This is an optimization exercise on Yosys and OpenROAD, whose aim is small area, a short achievable clock period and few clock cycles per item, not a production implementation. In this exercise RTL edits were held to simulation tests only and were not proved equivalent to the original. Power is estimated from default activity; no workload was simulated.

==> flow/design.v <==
module light_sensor_lift_drop_detector_top
(
    input  logic        clk,
    input  logic        rst_n,
    input  logic        cfg_we,
    input  logic [2:0]  cfg_index,
    input  logic [11:0] cfg_wdata,
    input  logic        s_axis_tvalid,
    output logic        s_axis_tready,
    input  logic [15:0] s_axis_tdata,
    output logic        m_axis_tvalid,
    input  logic        m_axis_tready,
    output logic [39:0] m_axis_tdata
);
    localparam int NSQ  = 64;
    localparam int NHS  = 7;           
    localparam int RW   = NHS * 8;     
    localparam int ND   = 7;           
    genvar gi;
    logic [9:0]         fs_q;
    logic signed [11:0] ll_q;
    logic signed [8:0]  ls_q;
    logic signed [12:0] dlm1_q;
    logic signed [8:0]  ds_q;
    always_ff @(posedge clk or negedge rst_n)
    begin
        if (!rst_n)
        begin
            fs_q   <= 10'd250;
            ll_q   <= 12'sd200;
            ls_q   <= -9'sd20;
            dlm1_q <= 13'sd9;
            ds_q   <= 9'sd20;
        end
        else if (cfg_we)
        begin
            case (cfg_index)
                3'd0: fs_q   <= cfg_wdata[9:0];
                3'd1: ll_q   <= cfg_wdata[11:0];
                3'd2: ls_q   <= cfg_wdata[8:0];
                3'd3: dlm1_q <= 13'($signed(cfg_wdata[11:0])) - 13'sd1;
                3'd4: ds_q   <= cfg_wdata[8:0];
                default: ;
            endcase
        end
    end
    logic fs_zero;
    assign fs_zero = (fs_q == 10'd0);
    logic       adv_q;         
    logic [2:0] clr_q;         
    logic       clearing;
    assign clearing = (clr_q != 3'd7);
    always_ff @(posedge clk or negedge rst_n)
    begin
        if (!rst_n)
            clr_q <= 3'd0;
        else if (clearing)
            clr_q <= clr_q + 3'd1;
    end
    assign s_axis_tready = adv_q;
    logic        v0;
    logic [5:0]  sq0;
    logic [17:0] n0;
    logic        gt0;
    always_ff @(posedge clk or negedge rst_n)
    begin
        if (!rst_n)
            v0 <= 1'b0;
        else if (adv_q)
            v0 <= s_axis_tvalid;
    end
    always_ff @(posedge clk)
    begin
        if (adv_q)
        begin
            sq0 <= s_axis_tdata[5:0];
            n0  <= {s_axis_tdata[15:6], 8'd0} - {8'd0, s_axis_tdata[15:6]};
            gt0 <= s_axis_tdata[15:6] > fs_q;
        end
    end
    function automatic logic [17:0] dstep(input logic [17:0] x, input logic [9:0] d);
        logic [10:0] win;
        logic [11:0] dif;
        win = x[17:7];
        dif = {1'b0, win} - {2'b0, d};
        dstep = dif[11] ? {win[9:0], x[6:0], 1'b0} : {dif[9:0], x[6:0], 1'b1};
    endfunction
    logic        dv  [0:ND];
    logic [5:0]  dsq [0:ND];
    logic        dgt [0:ND];
    logic [17:0] dx  [0:ND];
    assign dv[0]  = v0;
    assign dsq[0] = sq0;
    assign dgt[0] = gt0;
    assign dx[0]  = n0;
    generate
        for (gi = 1; gi <= ND; gi++)
        begin : g_div
            always_ff @(posedge clk or negedge rst_n)
            begin
                if (!rst_n)
                    dv[gi] <= 1'b0;
                else if (adv_q)
                    dv[gi] <= dv[gi-1];
            end
            always_ff @(posedge clk)
            begin
                if (adv_q)
                begin
                    dsq[gi] <= dsq[gi-1];
                    dgt[gi] <= dgt[gi-1];
                    dx[gi]  <= dstep(dx[gi-1], fs_q);
                end
            end
        end
    endgenerate
    logic [7:0]  lvlR;
    logic [17:0] xR;
    logic        vR;
    logic [5:0]  sqR;
    assign vR   = dv[ND];
    assign sqR  = dsq[ND];
    assign xR   = dstep(dx[ND], fs_q);
    assign lvlR = fs_zero ? 8'hFF : (dgt[ND] ? 8'h00 : ~xR[7:0]);
    logic [RW-1:0]  row [NSQ];
    logic [NSQ-1:0] selR;
    logic [RW-1:0]  rdR;
    logic [7:0]     push_data;
    assign push_data = clearing ? 8'h00 : lvlR;
    always_comb
    begin
        for (int s = 0; s < NSQ; s++)
            selR[s] = (sqR == 6'(s));
    end
    assign rdR = row[sqR];
    generate
        for (gi = 0; gi < NSQ; gi++)
        begin : g_row
            always_ff @(posedge clk)
            begin
                if (clearing || (adv_q && vR && selR[gi]))
                    row[gi] <= {row[gi][RW-9:0], push_data};
            end
        end
    endgenerate
    logic          v1;
    logic [5:0]    sq1;
    logic [7:0]    lvl1;
    logic [RW-1:0] h1;
    always_ff @(posedge clk or negedge rst_n)
    begin
        if (!rst_n)
            v1 <= 1'b0;
        else if (adv_q)
            v1 <= vR;
    end
    always_ff @(posedge clk)
    begin
        if (adv_q)
        begin
            sq1  <= sqR;
            lvl1 <= lvlR;
            h1   <= rdR;
        end
    end
    logic [7:0]  m1 [8];
    logic [11:0] p_c;
    logic [11:0] n_c;
    logic [10:0] ys_c;
    always_comb
    begin
        m1[0] = lvl1;
        for (int k = 1; k < 8; k++)
            m1[k] = h1[(k-1)*8 +: 8];
    end
    assign p_c  = {1'b0, m1[7], 3'b0} - {4'b0, m1[7]} + {2'b0, m1[6], 2'b0} + {4'b0, m1[6]}
                + {3'b0, m1[5], 1'b0} + {4'b0, m1[5]} + {4'b0, m1[4]};
    assign n_c  = {1'b0, m1[0], 3'b0} - {4'b0, m1[0]} + {2'b0, m1[1], 2'b0} + {4'b0, m1[1]}
                + {3'b0, m1[2], 1'b0} + {4'b0, m1[2]} + {4'b0, m1[3]};
    assign ys_c = 11'(m1[0]) + 11'(m1[1]) + 11'(m1[2]) + 11'(m1[3])
                + 11'(m1[4]) + 11'(m1[5]) + 11'(m1[6]) + 11'(m1[7]);
    logic        v2;
    logic [5:0]  sq2;
    logic [7:0]  lvl2;
    logic [11:0] p2;
    logic [11:0] nn2;
    logic [10:0] ys2;
    always_ff @(posedge clk or negedge rst_n)
    begin
        if (!rst_n)
            v2 <= 1'b0;
        else if (adv_q)
            v2 <= v1;
    end
    always_ff @(posedge clk)
    begin
        if (adv_q)
        begin
            sq2  <= sq1;
            lvl2 <= lvl1;
            p2   <= p_c;
            nn2  <= n_c;
            ys2  <= ys_c;
        end
    end
    logic [12:0] s2;
    logic        neg2;
    logic [11:0] xs2;
    logic [19:0] prod2;
    logic [5:0]  q2;
    assign s2    = {1'b0, p2} - {1'b0, nn2};
    assign neg2  = s2[12];
    assign xs2   = s2[11:0] ^ {12{neg2}};
    assign prod2 = {1'b0, xs2, 7'd0} + {2'b0, xs2, 6'd0} + {7'b0, xs2, 1'b0} + {8'b0, xs2}
                 + (neg2 ? 20'd387 : 20'd192);
    assign q2    = prod2[19:14];
    logic        v3;
    logic [5:0]  sq3;
    logic [7:0]  lvl3;
    logic        neg3;
    logic [5:0]  q3;
    logic [10:0] ys3;
    always_ff @(posedge clk or negedge rst_n)
    begin
        if (!rst_n)
            v3 <= 1'b0;
        else if (adv_q)
            v3 <= v2;
    end
    always_ff @(posedge clk)
    begin
        if (adv_q)
        begin
            sq3  <= sq2;
            lvl3 <= lvl2;
            neg3 <= neg2;
            q3   <= q2;
            ys3  <= ys2;
        end
    end
    logic signed [6:0]  slope3;
    logic signed [12:0] t3;
    assign slope3 = neg3 ? -$signed({1'b0, q3}) : $signed({1'b0, q3});
    assign t3     = $signed({2'b0, ys3})
                  + $signed({3'b0, q3, 4'd0} ^ {13{~neg3}})
                  + $signed({4'b0, q3, 3'd0} ^ {13{~neg3}})
                  + $signed({5'b0, q3, 2'd0} ^ {13{~neg3}})
                  + $signed({11'd0, ~neg3, ~neg3});
    logic               v4;
    logic [5:0]         sq4;
    logic [7:0]         lvl4;
    logic signed [6:0]  slope4;
    logic signed [12:0] t4;
    always_ff @(posedge clk or negedge rst_n)
    begin
        if (!rst_n)
            v4 <= 1'b0;
        else if (adv_q)
            v4 <= v3;
    end
    always_ff @(posedge clk)
    begin
        if (adv_q)
        begin
            sq4    <= sq3;
            lvl4   <= lvl3;
            slope4 <= slope3;
            t4     <= t3;
        end
    end
    logic              tneg4;
    logic signed [9:0] icpt4;
    logic              lift_c4;
    logic              drop_c4;
    assign tneg4   = t4[12];
    assign icpt4   = $signed(t4[12:3]) + $signed({9'd0, tneg4 && (t4[2:0] != 3'd0)});
    assign lift_c4 = ($signed({{3{t4[12]}}, t4}) > $signed({ll_q[11], ll_q, {3{~tneg4}}}))
                  && ($signed({{2{slope4[6]}}, slope4}) < ls_q);
    assign drop_c4 = ($signed({{3{t4[12]}}, t4}) <= $signed({dlm1_q, {3{~tneg4}}}))
                  && ($signed({{2{slope4[6]}}, slope4}) > ds_q);
    logic               v5;
    logic [5:0]         sq5;
    logic [7:0]         lvl5;
    logic signed [6:0]  slope5;
    logic signed [9:0]  icpt5;
    logic               lift_c5;
    logic               drop_c5;
    always_ff @(posedge clk or negedge rst_n)
    begin
        if (!rst_n)
            v5 <= 1'b0;
        else if (adv_q)
            v5 <= v4;
    end
    always_ff @(posedge clk)
    begin
        if (adv_q)
        begin
            sq5     <= sq4;
            lvl5    <= lvl4;
            slope5  <= slope4;
            icpt5   <= icpt4;
            lift_c5 <= lift_c4;
            drop_c5 <= drop_c4;
        end
    end
    logic [1:0]     stat [NSQ];
    logic [NSQ-1:0] sel5;
    logic [1:0]     st_cur;
    logic [1:0]     st_mid;
    logic [1:0]     st_new;
    logic           lift;
    logic           drop;
    logic [1:0]     ev;
    always_comb
    begin
        for (int s = 0; s < NSQ; s++)
            sel5[s] = (sq5 == 6'(s));
        st_cur = stat[sq5];
        lift   = lift_c5 && (st_cur != 2'd1);
        st_mid = lift ? 2'd1 : st_cur;
        drop   = drop_c5 && (st_mid != 2'd2);
        st_new = drop ? 2'd2 : st_mid;
        ev     = drop ? 2'd2 : (lift ? 2'd1 : 2'd0);
    end
    generate
        for (gi = 0; gi < NSQ; gi++)
        begin : g_stat
            always_ff @(posedge clk)
            begin
                if (clearing)
                    stat[gi] <= 2'd0;
                else if (adv_q && v5 && sel5[gi])
                    stat[gi] <= st_new;
            end
        end
    endgenerate
    logic [38:0] res5;
    assign res5 = {ev, st_new, {{2{icpt5[9]}}, icpt5}, {{2{slope5[6]}}, slope5}, lvl5, sq5};
    logic        ov_q, kv_q;
    logic [38:0] od_q, kd_q;
    logic        pop;
    logic        push;
    logic        ov_n, kv_n;
    assign pop  = ov_q && m_axis_tready;
    assign push = adv_q && v5;
    always_comb
    begin
        if (pop)
        begin
            ov_n = kv_q || push;
            kv_n = kv_q && push;
        end
        else
        begin
            ov_n = ov_q || push;
            kv_n = kv_q || (ov_q && push);
        end
    end
    always_ff @(posedge clk or negedge rst_n)
    begin
        if (!rst_n)
        begin
            ov_q  <= 1'b0;
            kv_q  <= 1'b0;
            adv_q <= 1'b1;
        end
        else
        begin
            ov_q  <= ov_n;
            kv_q  <= kv_n;
            adv_q <= !(ov_n && kv_n);
        end
    end
    always_ff @(posedge clk)
    begin
        if (pop || !ov_q)
            od_q <= kv_q ? kd_q : res5;
        if (push && (kv_q ? pop : (ov_q && !pop)))
            kd_q <= res5;
    end
    assign m_axis_tvalid = ov_q;
    assign m_axis_tdata  = {1'b0, od_q};
endmodule
==> flow/flow/run.sh <==
#!/bin/bash
set -euo pipefail
bash standard.sh synth floorplan place > flow_part1_synth_floorplan_place.log 2>&1
export SETUP_SLACK_MARGIN=6.3
bash standard.sh MATCH_CELL_FOOTPRINT=0 cts route finish > flow_part2_cts_route_finish.log 2>&1
==> flow/standard.sh <==
#!/bin/bash
# synth_recipe.tcl (not shown) runs the flow's synth.tcl, then flattens the netlist and writes it again
# the make line also repeats each setting of config.mk as NAME=value (left out here)
make -C /OpenROAD-flow-scripts/flow DESIGN_CONFIG=/design/flow/config.mk WORK_HOME=/design/flow/orfs CLKGATE_MAP_FILE= SYNTH_SCRIPT=/design/flow/synth_recipe.tcl "${@:-finish}"
==> flow/config.mk <==
export PLATFORM = sky130hd
export DESIGN_NAME = light_sensor_lift_drop_detector_top
export DESIGN_NICKNAME = light_sensor_lift_drop_detector_top
export VERILOG_FILES = /design/flow/design.v
export SDC_FILE = /design/flow/constraint.sdc
export NUM_CORES = 4
export LEC_CHECK = 0
export CAP_MARGIN = 20
export CELL_PAD_IN_SITES_DETAIL_PLACEMENT = 1
export CELL_PAD_IN_SITES_GLOBAL_PLACEMENT = 1
export CORE_MARGIN = 2
export CORE_UTILIZATION = 40
export CTS_CLUSTER_DIAMETER = 80
export CTS_CLUSTER_SIZE = 25
export SLEW_MARGIN = 20
==> flow/constraint.sdc <==
create_clock -name core_clock -period 10.0 [get_ports {clk}]
set_input_delay 2.0000 -clock core_clock [delete_from_list [all_inputs] [get_ports {clk}]]
set_output_delay 2.0000 -clock core_clock [all_outputs]
set_load 0.01 [all_outputs]
==> results of run 1 <==
cells in the final DEF, fill, tap and decap left out, types with 128 or more instances in the layout:
master	count
ha_1	258
a21oi_1	202
nand4_1	387
o21ai_0	156
inv_1	302
dfxtp_1	128
edfxtp_1	4072
nor2_1	274
a22oi_1	1568
buf_4	410
nand2_1	144
clkbuf_16	219
final timing paths:
path | end | slack, ps | cells after the start
setup reg to reg | q3[4]$_DFFE_PP_ | 4700 | 22
hold reg to reg | row[19][48]$_DFFE_PP_ | 370 | 0
hold / removal | row[19][48]$_DFFE_PP_ | 370 | 0
min in group asynchronous | dv[5]$_DFFE_PN0P_ | 890 | 1
max in group asynchronous | ls_q[8]$_DFFE_PN1P_ | 8460 | 2
setup / recovery | q3[4]$_DFFE_PP_ | 4700 | 22
final cells by class:
cell class | count | share of cell area, %
clock inverter | 61 | 0.501
clock buffer | 233 | 3.01
inverter | 337 | 0.697
sequential | 4272 | 68.9
antenna | 24 | 0.0327
multi-input combinational | 4524 | 19.9
timing repair buffer | 627 | 3.23
tap | 5451 | 3.71
through the flow:
step	instances	hold WS (ps)	worst slack (ps)	area, sq um
floorplan	9653	400	1590	164000
global placement	15000	401	3250	174000
detailed placement	15000	405	3410	174000
CTS	15400	382	4650	183000
global route	15500	410	4440	184000
finish	15500	369	4700	184000
logic make-up after synthesis:
logic type | after synthesis | share of synthesized area [%]
AOI/OAI and AO/OA | 2491 | 10.9
xor gates and xnor gates | 154 | 0.822
adders and majority gates | 425 | 3.88
buffers and inverters | 859 | 2.03
DFF | 4272 | 77.2
muxes | 128 | 0.863
other | 1 | 0.00229
and+or+nand+nor | 1323 | 4.23
timing repair:
action,4_1_cts,5_1_grt
endpoints found under the hold margin,0,0
gates cloned,2,0
setup buffers,146,54
gates resized for setup,378,121
pin swaps,99,70
endpoints found under the setup margin,1556,200
flip-flops by register name, summed over array words and instances (netlist names), 9 cells and up:
signal,count
h1,56
t4,13
row,3584
dlm1_q,13
icpt5,10
p2,12
od_q,35
kd_q,35
ds_q,9
n0,18
nn2,12
ys3,11
dsq,42
fs_q,10
dx,126
stat,128
ys2,11
ls_q,9
ll_q,12
routing by layer:
layer	global-route usage (%)	vias to the layer above	routed length [microns]
met5	0	-	215
met4	15.9	14	43300
met3	8.98	1830	98500
met2	47.4	10200	292000
met1	45.8	55900	267000
li1	-	39500	-
report_power, final:
part / switching [mW] / total (mW) / internal, mW
sequential: 1.21 / 24.6 / 23.4
clock: 6.01 / 10.3 / 4.26
combinational: 23.0 / 42.0 / 19.0
total: 30.2 / 76.8 / 46.7
critical path, cell delays in order, from the launching register on:
cell,delay [ps]
edfxtp_1,390
ha_2,200
fa_2,350
nand2b_4,160
a21oi_4,160
o21ai_2,90
o21bai_1,170
buf_6,160
clkinvlp_4,110
buf_12,150
ha_4,220
ha_4,270
fa_2,440
fa_1,540
inv_2,50
ha_4,150
a211oi_2,190
o21ai_1,90
a211o_1,270
and3_4,210
nor3_4,230
a2111oi_1,120
a311o_1,340
==> flow_metrics.env, run 1 <==
export IMPL_grtUsageTotal_pct=32.8
export IMPL_worstSetupPathType="flop to flop"
export IMPL_syn_num_nets=10100
export IMPL_synth_area_per_cell_sq_um=17.0
export IMPL_drive_gt1_share_pct=13.3
export IMPL_powerDensity_nw_per_um2=418
export IMPL_routed_via_density=6.92
export IMPL_dpl_hpwl_mm=451
export IMPL_row_count=235
export IMPL_cts_hold_repair_buffers=0
export IMPL_layout_area_overhead_vs_synth_pct=12.1
export IMPL_grt_overflow_total=0
export IMPL_maxCapViolCount=0
export IMPL_finalCritPeriodShare_pct=53.0
export IMPL_drt_iter0_drc=22900
export IMPL_final_util_pct=45.0
export IMPL_hold_viol=0
export IMPL_clock_latency_ps=1080
export IMPL_io_buffers=76
export IMPL_tns_ps=0
export IMPL_yosysUniqueCellTypes=81
export IMPL_antenna_found_initial=27
export IMPL_grt_pass1_wl_mm=930
export IMPL_critical_path_required_ps=10730
export IMPL_clock_skew_final_ps=132
export IMPL_p_leak_nw=59.1
export IMPL_timing_critical_path_from="nn2[0]$_DFFE_PP_"
export IMPL_final_antenna_net_count=0
export IMPL_r2r_start="nn2[0]$_DFFE_PP_"
export IMPL_dieHeight_microns=644
export IMPL_setup_violations=0
export IMPL_synth_cells=9653
export IMPL_path_clk_slew_ps=100
export IMPL_cts_tree="done"
export IMPL_status="finished clean"
export IMPL_synth_top_area_cell="edfxtp_1"
export IMPL_wl_per_cell_microns=45.2
export IMPL_cts_sinks=4272
export IMPL_post_synth_top_count_cell="edfxtp_1"
export IMPL_synthTopCellsByCount="edfxtp_1 (4072), a22oi_1 (1568), nand4_1 (387), nor2_1 (345), clkbuf_1 (342)"
export IMPL_max_slew_margin_pct=13.6
export IMPL_routed_wirelength_mm=701
export IMPL_power_mw=76.8
export IMPL_multi_input_comb_area_sq_um=36700
export IMPL_coreArea_sq_um=409000
export IMPL_num_fill_cells=38700
export IMPL_grt_max_degree=89
export IMPL_synthArstFlopShare_pct=1.69
export IMPL_synth_area_leaders="edfxtp_1 (75%), a22oi_1 (7.2%), ha_1 (2.2%)"
export IMPL_arrival_ps=6030
export IMPL_fmax_mhz=189
export IMPL_start_util_pct=40.1
export IMPL_ys_seq_elements=4272
export IMPL_hp_start="row[19][40]$_DFFE_PP_"
export IMPL_setup_worst_path_start_class="flop"
export IMPL_ys_warn_count=8
export IMPL_drt_pre_antenna_iters=9
export IMPL_worstMarginPinSlew_ps=1300
export IMPL_end_kind="flop"
export IMPL_root_buffer="clkbuf_16"
export IMPL_num_vias=107000
export IMPL_synth_flop_cell="edfxtp_1"
export IMPL_drc_errors=0
export IMPL_die_area_sq_um=415000
export IMPL_slew_violations=0
export IMPL_synthesis_area_sq_um=164000
export IMPL_cts_max_path_buffers=4
export IMPL_ir_drop_uv=1230
export IMPL_pin_count=78
export IMPL_cts_buffers=214
export IMPL_period_needed_ps=5300
export IMPL_gp_congestion=0.964
export IMPL_dieWidth_microns=644
export IMPL_seq_area_frac_synth_pct=77.2
export IMPL_synth_edf_count=4072
export IMPL_final_seq_area_sq_um=127000
export IMPL_min_path_type="flop to flop"
export IMPL_ctsHtreeMaxLevel=4
export IMPL_first_global_vias=105000
export IMPL_layout_nets=10400
export IMPL_grt_setup_unrepaired="true"
export IMPL_netlist_area_leader_share_pct=74.5
export IMPL_worstPathMaxFanout=5
Testbench counts, summed over its fixed seeds: cycles 4,208, items 4,096.
==> run 2, diff against run 1 <==
--- a/flow/design.v
+++ b/flow/design.v
@@ -164,8 +164,10 @@
         end
     end
-    logic [7:0]  m1 [8];
-    logic [11:0] p_c;
-    logic [11:0] n_c;
-    logic [10:0] ys_c;
+    logic [7:0]         m1 [8];
+    logic signed [13:0] a1_c;
+    logic signed [12:0] a2_c;
+    logic signed [10:0] a3_c;
+    logic [9:0]         ya_c;
+    logic [9:0]         yb_c;
     always_comb
     begin
@@ -174,16 +176,20 @@
             m1[k] = h1[(k-1)*8 +: 8];
     end
-    assign p_c  = {1'b0, m1[7], 3'b0} - {4'b0, m1[7]} + {2'b0, m1[6], 2'b0} + {4'b0, m1[6]}
-                + {3'b0, m1[5], 1'b0} + {4'b0, m1[5]} + {4'b0, m1[4]};
-    assign n_c  = {1'b0, m1[0], 3'b0} - {4'b0, m1[0]} + {2'b0, m1[1], 2'b0} + {4'b0, m1[1]}
-                + {3'b0, m1[2], 1'b0} + {4'b0, m1[2]} + {4'b0, m1[3]};
-    assign ys_c = 11'(m1[0]) + 11'(m1[1]) + 11'(m1[2]) + 11'(m1[3])
-                + 11'(m1[4]) + 11'(m1[5]) + 11'(m1[6]) + 11'(m1[7]);
+    assign a1_c = $signed({2'b0, m1[7], 4'b0}) + $signed({4'b0, m1[7], 2'b0}) + $signed({6'b0, m1[7]})
+                - $signed({2'b0, m1[0], 4'b0}) - $signed({4'b0, m1[0], 2'b0}) - $signed({6'b0, m1[0]});
+    assign a2_c = $signed({1'b0, m1[6], 4'b0}) - $signed({5'b0, m1[6]})
+                - $signed({1'b0, m1[1], 4'b0}) + $signed({5'b0, m1[1]});
+    assign a3_c = $signed({2'b0, m1[5], 1'b0}) + $signed({3'b0, m1[5]}) + $signed({3'b0, m1[4]})
+                - $signed({2'b0, m1[2], 1'b0}) - $signed({3'b0, m1[2]}) - $signed({3'b0, m1[3]});
+    assign ya_c = 10'(m1[0]) + 10'(m1[1]) + 10'(m1[2]) + 10'(m1[3]);
+    assign yb_c = 10'(m1[4]) + 10'(m1[5]) + 10'(m1[6]) + 10'(m1[7]);
     logic        v2;
     logic [5:0]  sq2;
     logic [7:0]  lvl2;
-    logic [11:0] p2;
-    logic [11:0] nn2;
-    logic [10:0] ys2;
+    logic signed [13:0] a1_2;
+    logic signed [12:0] a2_2;
+    logic signed [10:0] a3_2;
+    logic [9:0]         ya2;
+    logic [9:0]         yb2;
     always_ff @(posedge clk or negedge rst_n)
     begin
@@ -199,19 +205,49 @@
             sq2  <= sq1;
             lvl2 <= lvl1;
-            p2   <= p_c;
-            nn2  <= n_c;
-            ys2  <= ys_c;
+            a1_2 <= a1_c;
+            a2_2 <= a2_c;
+            a3_2 <= a3_c;
+            ya2  <= ya_c;
+            yb2  <= yb_c;
         end
     end
-    logic [12:0] s2;
+    logic [14:0] s2;
     logic        neg2;
-    logic [11:0] xs2;
+    logic [13:0] xs2;
+    logic [10:0] ys2;
+    assign s2   = {a1_2[13], a1_2} + {{2{a2_2[12]}}, a2_2} + {{3{a3_2[10]}}, a3_2, 1'b0}
+                + {{4{a3_2[10]}}, a3_2};
+    assign ys2  = 11'(ya2) + 11'(yb2);
+    assign neg2 = s2[14];
+    assign xs2  = s2[13:0];
+    logic        v2b;
+    logic [5:0]  sq2b;
+    logic [7:0]  lvl2b;
+    logic        neg2b;
+    logic [13:0] xs2b;
+    logic [10:0] ys2b;
+    always_ff @(posedge clk or negedge rst_n)
+    begin
+        if (!rst_n)
+            v2b <= 1'b0;
+        else if (adv_q)
+            v2b <= v2;
+    end
+    always_ff @(posedge clk)
+    begin
+        if (adv_q)
+        begin
+            sq2b  <= sq2;
+            lvl2b <= lvl2;
+            neg2b <= neg2;
+            xs2b  <= xs2;
+            ys2b  <= ys2;
+        end
+    end
     logic [19:0] prod2;
     logic [5:0]  q2;
-    assign s2    = {1'b0, p2} - {1'b0, nn2};
-    assign neg2  = s2[12];
-    assign xs2   = s2[11:0] ^ {12{neg2}};
-    assign prod2 = {1'b0, xs2, 7'd0} + {2'b0, xs2, 6'd0} + {7'b0, xs2, 1'b0} + {8'b0, xs2}
-                 + (neg2 ? 20'd387 : 20'd192);
+    logic [13:0] x3_2;
+    assign x3_2  = xs2b ^ {14{neg2b}};
+    assign prod2 = {x3_2, 6'd0} + {6'b0, x3_2} + (neg2b ? 20'd257 : 20'd192);
     assign q2    = prod2[19:14];
     logic        v3;
@@ -226,5 +262,5 @@
             v3 <= 1'b0;
         else if (adv_q)
-            v3 <= v2;
+            v3 <= v2b;
     end
     always_ff @(posedge clk)
@@ -232,9 +268,9 @@
         if (adv_q)
         begin
-            sq3  <= sq2;
-            lvl3 <= lvl2;
-            neg3 <= neg2;
+            sq3  <= sq2b;
+            lvl3 <= lvl2b;
+            neg3 <= neg2b;
             q3   <= q2;
-            ys3  <= ys2;
+            ys3  <= ys2b;
         end
     end
==> flow_metrics.env, run 2 <==
export IMPL_arrival_ps=4870
export IMPL_setup_violations=0
export IMPL_synthesis_area_sq_um=167000
export IMPL_io_buffers=76
export IMPL_synth_area_per_cell_sq_um=16.8
export IMPL_dieHeight_microns=651
export IMPL_drt_pre_antenna_iters=7
export IMPL_cts_sinks=4336
export IMPL_first_global_vias=106000
export IMPL_grt_setup_unrepaired="true"
export IMPL_worstSetupPathType="flop to flop"
export IMPL_status="finished clean"
export IMPL_ys_seq_elements=4336
export IMPL_coreArea_sq_um=417000
export IMPL_root_buffer="clkbuf_16"
export IMPL_clock_skew_final_ps=112
export IMPL_cts_buffers=215
export IMPL_synthArstFlopShare_pct=1.68
export IMPL_dpl_hpwl_mm=473
export IMPL_yosysUniqueCellTypes=89
export IMPL_synth_top_area_cell="edfxtp_1"
export IMPL_synthTopCellsByCount="edfxtp_1 (4135), a22oi_1 (1691), nand4_1 (398), inv_1 (333), nor2_1 (325)"
export IMPL_tns_ps=0
export IMPL_drive_gt1_share_pct=12.0
export IMPL_fmax_mhz=252
export IMPL_num_vias=110000
export IMPL_worstRegToRegCells=11
export IMPL_clock_latency_ps=1060
export IMPL_grt_overflow_total=0
export IMPL_end_kind="flop"
export IMPL_max_slew_margin_pct=15.2
export IMPL_cts_tree="done"
export IMPL_p_leak_nw=59.8
export IMPL_top_regs="row x3584, stat x128, dx x126"
export IMPL_synth_top_family_by_area="compound AO/OA/AOI/OAI gates"
export IMPL_wl_met2_mm=314
export IMPL_gp_congestion=0.989
export IMPL_timing_critical_path_from="dsq[7][0]$_DFFE_PP_"
export IMPL_syn_num_nets=10400
export IMPL_path_clk_slew_ps=100
export IMPL_drt_iter0_drc=21800
export IMPL_period_needed_ps=3960
export IMPL_finalNonFillerCells=15900
export IMPL_row_count=237
export IMPL_setup_worst_path_start_class="flop"
export IMPL_grt_pass1_wl_mm=962
export IMPL_routed_via_density=6.96
export IMPL_ys_warn_count=8
export IMPL_layout_common_cells="edfxtp_1 (4135), a22oi_1 (1684), nand4_1 (398), buf_4 (369), inv_1 (313)"
export IMPL_wl_met3_mm=105
export IMPL_critical_path_required_ps=10910
export IMPL_finalCritPeriodShare_pct=39.6
export IMPL_final_antenna_net_count=0
export IMPL_synth_area_leaders="edfxtp_1 (74%), a22oi_1 (7.6%), ha_1 (2.1%)"
export IMPL_rr_endpoint="h1[49]$_DFFE_PP_"
export IMPL_synth_compound_area_share_pct=10.8
export IMPL_wl_per_cell_microns=46.6
export IMPL_min_path_type="flop to flop"
export IMPL_yosys_area_share_simple_pct=4.74
export IMPL_met1Wirelength_mm=263
export IMPL_ctsHtreeMaxLevel=4
export IMPL_ir_drop_uv=537
export IMPL_drc_errors=0
export IMPL_cts_hold_repair_buffers=0
export IMPL_synthMuxAreaShare_pct=0.858
export IMPL_maxUsedRoutingLayer="met5"
export IMPL_layout_nets=10700
export IMPL_post_synth_top_count_cell="edfxtp_1"
export IMPL_worstPathMaxFanout=23
export IMPL_largest_reg_flops=3584
export IMPL_maxCapViolCount=0
export IMPL_final_common_cell="edfxtp_1"
export IMPL_whs_path_depth=0
export IMPL_pin_count=78
export IMPL_cts_max_path_buffers=4
export IMPL_routed_wirelength_mm=739
export IMPL_grtUsageTotal_pct=33.4
export IMPL_hold_viol=0
export IMPL_netlist_area_leader_share_pct=74.1
export IMPL_seq_area_frac_synth_pct=76.8
export IMPL_rrSetupSlack_ps=6040
export IMPL_slew_violations=0
export IMPL_layout_area_overhead_vs_synth_pct=11.0
export IMPL_critical_path_endpoint="h1[49]$_DFFE_PP_"
export IMPL_worstMarginPinSlew_ps=1270
export IMPL_powerDensity_nw_per_um2=325
export IMPL_synth_flop_cell="edfxtp_1"
export IMPL_synthXorXnorAreaFrac_pct=0.879
export IMPL_die_area_sq_um=424000
export IMPL_synth_edf_count=4135
export IMPL_start_util_pct=40.2
export IMPL_yosys_area_share_adder_pct=3.78
export IMPL_antenna_found_initial=45
export IMPL_dp_cells=15300
export IMPL_synth_cells=9953
export IMPL_top_register="row"
export IMPL_r2r_start="dsq[7][0]$_DFFE_PP_"
export IMPL_grt_max_degree=142
export IMPL_dieWidth_microns=651
## run 2: changes by cell type after synthesis, moves of 63 or more
cell	before	now
buf_2	27	233
buf_1	139	27
edfxtp_1	4072	4135
clkbuf_1	342	244
a22o_1	88	25
nand2_1	153	285
a22oi_1	1568	1691
## run 2: what timing repair did
item | in CTS | in global routing
pin swaps | 54 | 46
endpoints found under the setup margin | 1497 | 562
gates cloned | 2 | 11
resized for setup | 215 | 138
setup buffers | 117 | 81
## run 2: per-layer routing
layer	up-vias	track usage (%)
met2	10300	49.5
met3	2405	10.9
met4	34	19.4
met5	-	0
li1	40400	-
met1	57100	42.9
## run 2: worst min path at each step
stage | from | endpoint | slack, ps
6_report | ys2b[9]$_DFFE_PP_ | ys3[9]$_DFFE_PP_ | 400
5_1_grt | ys2b[9]$_DFFE_PP_ | ys3[9]$_DFFE_PP_ | 410
2_1_floorplan | gt0$_DFFE_PP_ | dgt[1]$_DFFE_PP_ | 400
3_3_place_gp | lvl4[7]$_DFFE_PP_ | lvl5[7]$_DFFE_PP_ | 400
4_1_cts | dsq[2][5]$_DFFE_PP_ | dsq[3][5]$_DFFE_PP_ | 410
3_5_place_dp | dsq[4][2]$_DFFE_PP_ | dsq[5][2]$_DFFE_PP_ | 410
## run 2: power breakdown
part / internal [mW] / leakage [nW] / switching, mW
combinational: 10.1 / 17.0 / 15.0
sequential: 23.6 / 39.7 / 1.32
clock: 4.21 / 3.10 / 6.12
total: 37.9 / 59.8 / 22.4
## run 2: per-stage QoR
step | utilization (%) | setup slack [ps] | instance area [sq um] | power (mW) | hold WS (ps)
3_3_place_gp | 42.3 | 4300 | 176000 | 45.9 | 403
2_1_floorplan | - | 1050 | 167000 | 38.3 | 400
6_report | 44.6 | 6040 | 186000 | 60.3 | 400
3_5_place_dp | 42.3 | 4920 | 176000 | 46.3 | 405
5_1_grt | 44.6 | 5970 | 186000 | 63.0 | 410
4_1_cts | 44.3 | 5940 | 184000 | 58.6 | 408
## run 2: critical path, cell delays in order (launching register included)
cell and delay [ps]:
edfxtp_1 540, clkbuf_4 260, nor4b_1 380, buf_4 380
and2_4 420, buf_12 330, buf_12 380, a22oi_1 210
nand4_1 170, nor4_1 100, a31oi_2 370, buf_4 210
## run 2: cells by family after synthesis
kind of cell	after synthesis
compound gates	2535
flops	4336
mux	131
xor+xnor	168
other cells	1
fa+ha+maj	423
simple gates	1501
buf+inv	858
## run 2: layout make-up
cell class | instances | area (sq um)
multi-input combinational | 4772 | 37000
antenna | 28 | 70.1
clock buffer | 231 | 5550
tap | 5497 | 6880
fill | 39600 | 231000
inverter | 334 | 1260
timing repair buffer | 591 | 5750
sequential | 4336 | 129000
clock inverter | 63 | 807
Testbench counts of run 2, summed over its fixed seeds: cycles 4,216, items 4,096.
==> run 3, diff against run 2 <==
--- a/flow/design.v
+++ b/flow/design.v
@@ -16,5 +16,5 @@
     localparam int NHS  = 7;           
     localparam int RW   = NHS * 8;     
-    localparam int ND   = 7;           
+    localparam int ND   = 4;           
     genvar gi;
     logic [9:0]         fs_q;
@@ -58,5 +58,6 @@
             clr_q <= clr_q + 3'd1;
     end
-    assign s_axis_tready = adv_q;
+    logic rdy_q;
+    assign s_axis_tready = rdy_q;
     logic        v0;
     logic [5:0]  sq0;
@@ -68,5 +69,5 @@
             v0 <= 1'b0;
         else if (adv_q)
-            v0 <= s_axis_tvalid;
+            v0 <= s_axis_tvalid && rdy_q;
     end
     always_ff @(posedge clk)
@@ -79,10 +80,25 @@
         end
     end
-    function automatic logic [17:0] dstep(input logic [17:0] x, input logic [9:0] d);
-        logic [10:0] win;
-        logic [11:0] dif;
-        win = x[17:7];
-        dif = {1'b0, win} - {2'b0, d};
-        dstep = dif[11] ? {win[9:0], x[6:0], 1'b0} : {dif[9:0], x[6:0], 1'b1};
+    logic [11:0] fs3_q;
+    always_ff @(posedge clk)
+        fs3_q <= {2'b0, fs_q} + {1'b0, fs_q, 1'b0};
+    function automatic logic [17:0] dstep(input logic [17:0] x, input logic [9:0] d,
+                                          input logic [11:0] d3);
+        logic [11:0] win;
+        logic [12:0] dif1;
+        logic [12:0] dif2;
+        logic [12:0] dif3;
+        win  = x[17:6];
+        dif1 = {1'b0, win} - {3'b0, d};
+        dif2 = {1'b0, win} - {2'b0, d, 1'b0};
+        dif3 = {1'b0, win} - {1'b0, d3};
+        if (!dif3[12])
+            dstep = {dif3[9:0], x[5:0], 2'd3};
+        else if (!dif2[12])
+            dstep = {dif2[9:0], x[5:0], 2'd2};
+        else if (!dif1[12])
+            dstep = {dif1[9:0], x[5:0], 2'd1};
+        else
+            dstep = {win[9:0], x[5:0], 2'd0};
     endfunction
     logic        dv  [0:ND];
@@ -110,5 +126,5 @@
                     dsq[gi] <= dsq[gi-1];
                     dgt[gi] <= dgt[gi-1];
-                    dx[gi]  <= dstep(dx[gi-1], fs_q);
+                    dx[gi]  <= dstep(dx[gi-1], fs_q, fs3_q);
                 end
             end
@@ -116,11 +132,9 @@
     endgenerate
     logic [7:0]  lvlR;
-    logic [17:0] xR;
     logic        vR;
     logic [5:0]  sqR;
     assign vR   = dv[ND];
     assign sqR  = dsq[ND];
-    assign xR   = dstep(dx[ND], fs_q);
-    assign lvlR = fs_zero ? 8'hFF : (dgt[ND] ? 8'h00 : ~xR[7:0]);
+    assign lvlR = fs_zero ? 8'hFF : (dgt[ND] ? 8'h00 : ~dx[ND][7:0]);
     logic [RW-1:0]  row [NSQ];
     logic [NSQ-1:0] selR;
@@ -322,23 +336,11 @@
     logic               lift_c5;
     logic               drop_c5;
-    always_ff @(posedge clk or negedge rst_n)
-    begin
-        if (!rst_n)
-            v5 <= 1'b0;
-        else if (adv_q)
-            v5 <= v4;
-    end
-    always_ff @(posedge clk)
-    begin
-        if (adv_q)
-        begin
-            sq5     <= sq4;
-            lvl5    <= lvl4;
-            slope5  <= slope4;
-            icpt5   <= icpt4;
-            lift_c5 <= lift_c4;
-            drop_c5 <= drop_c4;
-        end
-    end
+    assign v5      = v4;
+    assign sq5     = sq4;
+    assign lvl5    = lvl4;
+    assign slope5  = slope4;
+    assign icpt5   = icpt4;
+    assign lift_c5 = lift_c4;
+    assign drop_c5 = drop_c4;
     logic [1:0]     stat [NSQ];
     logic [NSQ-1:0] sel5;
@@ -401,4 +403,5 @@
             kv_q  <= 1'b0;
             adv_q <= 1'b1;
+            rdy_q <= 1'b0;
         end
         else
@@ -407,4 +410,5 @@
             kv_q  <= kv_n;
             adv_q <= !(ov_n && kv_n);
+            rdy_q <= !(ov_n && kv_n) && (clr_q != 3'd0);
         end
     end
==> flow_metrics.env, run 3 <==
export IMPL_final_seq_area_sq_um=125000
export IMPL_grt_pass1_wl_mm=957
export IMPL_slew_violations=0
export IMPL_num_vias=111000
export IMPL_worstPathMaxFanout=27
export IMPL_power_switching_share_pct=37.9
export IMPL_hold_viol=0
export IMPL_grt_overflow_total=0
export IMPL_seq_power_share_pct=39.9
export IMPL_grt_setup_unrepaired="true"
export IMPL_post_synth_top_count_cell="edfxtp_1"
export IMPL_ys_seq_elements=4227
export IMPL_cts_buffers=208
export IMPL_drc_errors=0
export IMPL_seq_area_frac_synth_pct=75.7
export IMPL_layout_area_overhead_vs_synth_pct=11.3
export IMPL_largest_reg_flops=3584
export IMPL_status="finished clean"
export IMPL_netlist_area_leader_share_pct=72.9
export IMPL_num_fill_cells=39500
export IMPL_drive_gt1_share_pct=11.2
export IMPL_synthesis_area_sq_um=165000
export IMPL_ys_warn_count=8
export IMPL_yosysUniqueCellTypes=94
export IMPL_routed_via_density=6.96
export IMPL_clock_latency_ps=1060
export IMPL_clock_skew_final_ps=108
export IMPL_dieHeight_microns=647
export IMPL_p_leak_nw=59.3
export IMPL_die_area_sq_um=419000
export IMPL_synth_edf_count=4017
export IMPL_layout_common_cells="edfxtp_1 (4017), a22oi_1 (1544), nand4_1 (399), buf_4 (373), ha_1 (335)"
export IMPL_p_int_mw=36.9
export IMPL_top_register="row"
export IMPL_multi_input_comb_area_sq_um=38800
export IMPL_top_regs="row x3584, stat x128, dx x62"
export IMPL_synth_area_per_cell_sq_um=16.4
export IMPL_first_global_vias=106000
export IMPL_setup_violations=0
export IMPL_powerDensity_nw_per_um2=323
export IMPL_dpl_hpwl_mm=468
export IMPL_antenna_found_initial=34
export IMPL_place_area_sq_um=175000
export IMPL_synth_top_area_cell="edfxtp_1"
export IMPL_wl_per_cell_microns=45.7
export IMPL_layout_nets=10900
export IMPL_fmax_mhz=257
export IMPL_period_needed_ps=3900
export IMPL_final_common_cell="edfxtp_1"
export IMPL_cts_tree="done"
export IMPL_final_antenna_net_count=0
export IMPL_max_slew_margin_pct=19.4
export IMPL_arrival_ps=4660
export IMPL_finalCritPeriodShare_pct=39.0
export IMPL_synth_flop_cell="edfxtp_1"
export IMPL_grt_max_degree=149
export IMPL_coreArea_sq_um=413000
export IMPL_ir_drop_uv=626
export IMPL_final_design_area_no_fill_sq_um=184000
export IMPL_critical_path_required_ps=10760
export IMPL_p_sw_mw=22.5
export IMPL_min_path_type="flop to flop"
export IMPL_maxCapViolCount=0
export IMPL_rrSetupSlack_ps=6100
export IMPL_p_clk_share_pct=16.9
export IMPL_cts_hold_repair_buffers=0
export IMPL_setup_worst_path_start_class="flop"
export IMPL_row_count=236
export IMPL_tns_ps=0
export IMPL_grtUsageTotal_pct=33.8
export IMPL_cts_max_path_buffers=4
export IMPL_pin_count=78
export IMPL_start_util_pct=40.1
export IMPL_synthArstFlopShare_pct=1.66
export IMPL_root_buffer="clkbuf_16"
export IMPL_cts_sinks=4227
export IMPL_dieWidth_microns=647
export IMPL_routed_wirelength_mm=727
export IMPL_end_kind="flop"
export IMPL_ctsHtreeMaxLevel=4
export IMPL_drt_iter0_drc=22900
export IMPL_synth_area_leaders="edfxtp_1 (73%), a22oi_1 (7.0%), ha_1 (2.6%)"
export IMPL_worstMarginPinSlew_ps=1210
export IMPL_synth_cells=10100
export IMPL_gp_congestion=0.982
export IMPL_io_buffers=76
export IMPL_drt_pre_antenna_iters=7
export IMPL_power_frac_comb_pct=43.3
export IMPL_synthTopCellsByCount="edfxtp_1 (4017), a22oi_1 (1548), nand4_1 (399), clkbuf_1 (373), inv_1 (349)"
export IMPL_worstSetupPathType="flop to flop"
export IMPL_syn_num_nets=10600
export IMPL_path_clk_slew_ps=110
## run 3: cell count changes in the layout (fill, tap and decap cells not counted), moves of 42 or more
cell | before | now
nor2_1 | 298 | 230
nand3_1 | 57 | 119
a22oi_1 | 1684 | 1544
a22o_1 | 25 | 97
ha_1 | 273 | 335
a221oi_1 | 27 | 100
a211oi_1 | 80 | 16
edfxtp_1 | 4135 | 4017
o22ai_1 | 4 | 76
a21oi_1 | 192 | 286
and2_4 | 43 | 1
mux2_2 | 100 | 48
## run 3: logic make-up after synthesis
kind of cell | after synthesis | share of synthesized area [%]
other | 1 | 0.00227
muxes | 107 | 0.702
xor gates and xnor gates | 177 | 0.937
buffers and inverters | 886 | 2.12
and+or+nand+nor | 1493 | 4.67
AOI/OAI and AO/OA | 2681 | 11.5
adders and majority gates | 489 | 4.34
DFF | 4227 | 75.7
## run 3: area by class of cell
type	count	share of cell area, %
flip-flops and latches	4227	68.0
multi-input cells	4949	21.1
well taps	5474	3.72
repair buffers	593	3.09
clock buffers	227	2.92
inverters	356	0.733
clock inverters	56	0.422
diodes	17	0.0231
## run 3: power by group through the flow
stage | Clock (mW) | Sequential [mW] | Combinational, mW
after global placement | 0 | 24.3 | 21.1
final | 10.0 | 23.7 | 25.7
after detailed placement | 0 | 24.4 | 21.5
after global routing | 10.5 | 23.8 | 27.9
after floorplan | 0 | 23.7 | 13.8
after CTS | 10.0 | 23.7 | 24.3
## run 3: final timing paths
path / from / end / depth (start not counted)
worst max-delay path: dsq[4][2]$_DFFE_PP_ / h1[31]$_DFFE_PP_ / 9
worst min-delay path: row[54][3]$_DFFE_PP_ / row[54][11]$_DFFE_PP_ / 0
worst max register to register: dsq[4][2]$_DFFE_PP_ / h1[31]$_DFFE_PP_ / 9
worst min register to register: row[54][3]$_DFFE_PP_ / row[54][11]$_DFFE_PP_ / 0
max in group asynchronous: rst_n / rdy_q$_DFF_PN0_ / 2
min in group asynchronous: rst_n / fs_q[8]$_DFFE_PN0P_ / 1
## run 3: layer usage
layer	part of all wire (%)	track usage [%]	wire length, microns	up-vias
met4	6.4	17.5	46700	20
met3	15	10.9	109000	2125
met2	42	48.9	304000	10700
li1	-	-	-	40900
met5	0.030	0	218	-
met1	37	45.4	267000	56900
## run 3: repair_timing
action,CTS,global route
setup endpoints to repair,2060,508
gates cloned,1,0
gates resized for setup,238,115
pin swaps,56,39
buffers inserted,135,43
## run 3: stage by stage
| step | utilization [%] | total power [mW] | cells | setup slack [ps] | hold WS, ps |
|---|---|---|---|---|---|
| detailed placement | 42.4 | 45.9 | 15400 | 5180 | 405 |
| global placement | 42.4 | 45.4 | 15400 | 4560 | 401 |
| floorplan | - | 37.6 | 10100 | 1840 | 400 |
| global route | 44.6 | 62.2 | 15900 | 6050 | 397 |
| CTS | 44.4 | 58.0 | 15800 | 6140 | 394 |
| finish | 44.6 | 59.4 | 15900 | 6100 | 385 |
## run 3: critical path, cell delays in order, from the launching register on
cell,delay (ps)
edfxtp_1,580
buf_4,220
nor2b_4,260
nand2_2,330
nor2_4,440
buf_4,780
a22oi_2,310
nand4_1,240
nor4_1,120
a21oi_1,370
Testbench counts of run 3, summed over its fixed seeds: cycles 4,200, items 4,096.
==> run 4, diff against run 3 <==
--- a/flow/design.v
+++ b/flow/design.v
@@ -137,4 +137,17 @@
     assign sqR  = dsq[ND];
     assign lvlR = fs_zero ? 8'hFF : (dgt[ND] ? 8'h00 : ~dx[ND][7:0]);
+    logic [7:0] selhi_q;
+    logic [7:0] sello_q;
+    always_ff @(posedge clk)
+    begin
+        if (adv_q)
+        begin
+            for (int k = 0; k < 8; k++)
+            begin
+                selhi_q[k] <= (dsq[ND-1][5:3] == 3'(k));
+                sello_q[k] <= (dsq[ND-1][2:0] == 3'(k));
+            end
+        end
+    end
     logic [RW-1:0]  row [NSQ];
     logic [NSQ-1:0] selR;
@@ -144,8 +157,11 @@
     always_comb
     begin
+        rdR = '0;
         for (int s = 0; s < NSQ; s++)
-            selR[s] = (sqR == 6'(s));
+        begin
+            selR[s] = selhi_q[s / 8] && sello_q[s % 8];
+            rdR = rdR | ({RW{selR[s]}} & row[s]);
+        end
     end
-    assign rdR = row[sqR];
     generate
         for (gi = 0; gi < NSQ; gi++)
==> flow_metrics.env, run 4 <==
export IMPL_synth_cells=9707
export IMPL_status="finished clean"
export IMPL_p_leak_nw=59.5
export IMPL_synthArstFlopShare_pct=1.65
export IMPL_cts_buffers=213
export IMPL_synthesis_area_sq_um=166000
export IMPL_path_clk_slew_ps=110
export IMPL_synthMuxAreaShare_pct=0.580
export IMPL_crit_slowest_cell="or4_1"
export IMPL_synth_area_leaders="edfxtp_1 (73%), a22o_1 (4.6%), a221oi_1 (4.6%)"
export IMPL_first_global_vias=104000
export IMPL_coreArea_sq_um=413000
export IMPL_ys_seq_elements=4243
export IMPL_arrival_ps=4600
export IMPL_clock_latency_ps=1030
export IMPL_grt_setup_unrepaired="true"
export IMPL_cts_tree="done"
export IMPL_final_common_cell="edfxtp_1"
export IMPL_die_area_sq_um=421000
export IMPL_start_util_pct=40.2
export IMPL_ir_drop_uv=490
export IMPL_ys_warn_count=8
export IMPL_synth_top_family_by_area="compound AO/OA/AOI/OAI gates"
export IMPL_powerDensity_nw_per_um2=318
export IMPL_drive_gt1_share_pct=11.3
export IMPL_wl_per_cell_microns=46.5
export IMPL_critical_path_max_stage_delay_ps=690
export IMPL_cts_max_path_buffers=4
export IMPL_grt_overflow_total=0
export IMPL_slew_violations=0
export IMPL_layout_common_cells="edfxtp_1 (4033), a22o_1 (880), a221oi_1 (863), nand2_1 (382), ha_1 (333)"
export IMPL_fmax_mhz=257
export IMPL_cts_sinks=4243
export IMPL_synthTopCellsByCount="edfxtp_1 (4033), a22o_1 (880), a221oi_1 (878), nand2_1 (387), clkbuf_1 (383)"
export IMPL_worstSetupPathType="flop to flop"
export IMPL_setup_violations=0
export IMPL_io_buffers=76
export IMPL_synth_edf_count=4033
export IMPL_netlist_area_leader_share_pct=72.9
export IMPL_post_synth_top_count_cell="edfxtp_1"
export IMPL_grt_pass1_wl_mm=945
export IMPL_end_kind="flop"
export IMPL_dieHeight_microns=649
export IMPL_gp_congestion=0.979
export IMPL_yosys_area_share_adder_pct=4.32
export IMPL_synth_top_area_cell="edfxtp_1"
export IMPL_num_vias=109000
export IMPL_synth_flop_cell="edfxtp_1"
export IMPL_num_fill_cells=39300
export IMPL_clock_skew_final_ps=72.7
export IMPL_drc_errors=0
export IMPL_routed_wirelength_mm=718
export IMPL_worstMarginPinSlew_ps=1230
export IMPL_drt_pre_antenna_iters=7
export IMPL_period_needed_ps=3890
export IMPL_dp_slack_ps=5090
export IMPL_routed_via_density=7.02
export IMPL_cts_hold_repair_buffers=0
export IMPL_seq_area_frac_synth_pct=75.6
export IMPL_crit_buf_inv=3
export IMPL_setup_worst_path_start_class="flop"
export IMPL_path_common_cell="buf_4"
export IMPL_finalCritPeriodShare_pct=38.9
export IMPL_top_regs="row x3584, stat x128, dx x62"
export IMPL_synthXorXnorAreaFrac_pct=0.933
export IMPL_ctsHtreeMaxLevel=4
export IMPL_yosys_area_share_simple_pct=3.88
export IMPL_layout_area_overhead_vs_synth_pct=10.4
export IMPL_row_count=236
export IMPL_final_antenna_net_count=0
export IMPL_syn_num_nets=10200
export IMPL_tns_ps=0
export IMPL_synth_area_per_cell_sq_um=17.1
export IMPL_cp_cell_sequence="buf_12 > and2_4 > buf_4 > buf_4 > a22o_1 > a221oi_1 > nand4_1 > or4_1"
export IMPL_critical_path_required_ps=10710
export IMPL_dieWidth_microns=649
export IMPL_hold_viol=0
export IMPL_crit_family="simple AND/OR/NAND/NOR gates"
export IMPL_power_mw=58.3
export IMPL_antenna_found_initial=48
export IMPL_synth_compound_area_share_pct=12.7
export IMPL_grtUsageTotal_pct=32.9
export IMPL_dp_cells=15000
export IMPL_dpl_hpwl_mm=466
export IMPL_top_register="row"
export IMPL_root_buffer="clkbuf_16"
export IMPL_finalWorstSetupSlack_ps=6110
export IMPL_max_slew_margin_pct=18.1
export IMPL_worstPathMaxFanout=19
export IMPL_grt_max_degree=88
export IMPL_finalNonFillerCells=15500
export IMPL_layout_nets=10400
export IMPL_min_path_type="flop to flop"
export IMPL_pin_count=78
export IMPL_largest_reg_flops=3584
export IMPL_yosysUniqueCellTypes=95
export IMPL_maxCapViolCount=0
export IMPL_drt_iter0_drc=20900
## run 4: report_power, final
part / leakage (nW) / internal (mW) / switching, mW
clock network: 3.10 / 4.20 / 6.08
logic: 17.6 / 8.53 / 15.1
registers: 38.8 / 22.8 / 1.55
total: 59.5 / 35.6 / 22.7
## run 4: logic make-up after synthesis
group,after synthesis
adder cells (fa/ha/maj),489
buffers and inverters,841
AND/OR/NAND/NOR,1242
other,1
AO/OA/AOI/OAI,2627
XOR/XNOR,177
flip-flops,4243
multiplexers,87
## run 4: what timing repair did
action,4_1_cts,5_1_grt
gates cloned,2,3
endpoints found under the setup margin,2779,555
resized for setup,168,113
pin swaps,41,35
buffers inserted,88,31
## run 4: cell type report
| cell class | count | area (sq um) | area share (%) |
|---|---|---|---|
| antenna | 20 | 50.0 | 0.0273 |
| clock buffer | 241 | 5510 | 3.00 |
| clock inverter | 63 | 890 | 0.485 |
| inverter | 311 | 1180 | 0.646 |
| multi-input combinational | 4628 | 38800 | 21.1 |
| sequential | 4243 | 126000 | 68.5 |
| tap | 5474 | 6850 | 3.73 |
| timing repair buffer | 476 | 4530 | 2.47 |
## run 4: worst paths after layout
path,endpoint,start,depth (start not counted),slack [ps]
worst max-delay path,h1[51]$_DFFE_PP_,sello_q[2]$_DFFE_PP_,8,6110
worst min-delay path,lvl3[4]$_DFFE_PP_,lvl2b[4]$_DFFE_PP_,0,410
worst max register to register,h1[51]$_DFFE_PP_,sello_q[2]$_DFFE_PP_,8,6110
worst min register to register,lvl3[4]$_DFFE_PP_,lvl2b[4]$_DFFE_PP_,0,410
max in group asynchronous,fs_q[0]$_DFFE_PN0P_,rst_n,1,8350
min in group asynchronous,dv[2]$_DFFE_PN0P_,rst_n,1,1040
## run 4: per-stage QoR
stage / util, % / hold WS [ps] / area, sq um
floorplan: - / 400 / 166000
global placement: 42.3 / 401 / 175000
detailed placement: 42.3 / 405 / 175000
CTS: 44.2 / 415 / 183000
global route: 44.4 / 420 / 183000
finish: 44.4 / 414 / 183000
## run 4: layer usage
metal,part of all wire [%],vias to the layer above,GRT usage (%)
met2,42,9968,48.5
met3,14,2110,11.0
met1,37,56600,43.1
li1,-,39900,-
met4,6.8,32,17.5
met5,0.029,-,0
Testbench counts of run 4, summed over its fixed seeds: cycles 4,200, items 4,096.

## re-timing with driven ports
How much do the figures lean on ideal ports? The routed layouts below were timed once more, with nothing changed but the port constraints.
Step 1: set_driving_cell puts a clkbuf_16 on clk and a buf_2 on each other input, an assumption about the parent block.
Step 2, shift: input delay + t, output delay - t, t = (earliest + latest rising clock arrival at the registers) / 2. This alone moves slack from input paths to output paths.
Three values: no drivers, after step 1, after step 2; two values: the first two.
run	shift t [ns]	slack for setup (ns)	hold slack, ns	clock arrival spread, ns
run 1	1.119	4.705 / 4.705 / 4.705	0.369 / 0.369 / 0.369	0.133 / 0.133
run 2	1.128	6.035 / 6.035 / 5.569	0.400 / 0.400 / 0.400	0.116 / 0.116
run 3	1.110	6.103 / 6.103 / 5.452	0.385 / 0.385 / 0.385	0.118 / 0.118
run 4	1.123	6.107 / 6.107 / 5.452	0.414 / 0.414 / 0.414	0.083 / 0.083
After both steps every run listed still meets setup and hold. The setup slack of run 4, which loses most, moves by 0.000 ns with the drivers and by -0.655 ns with both steps.
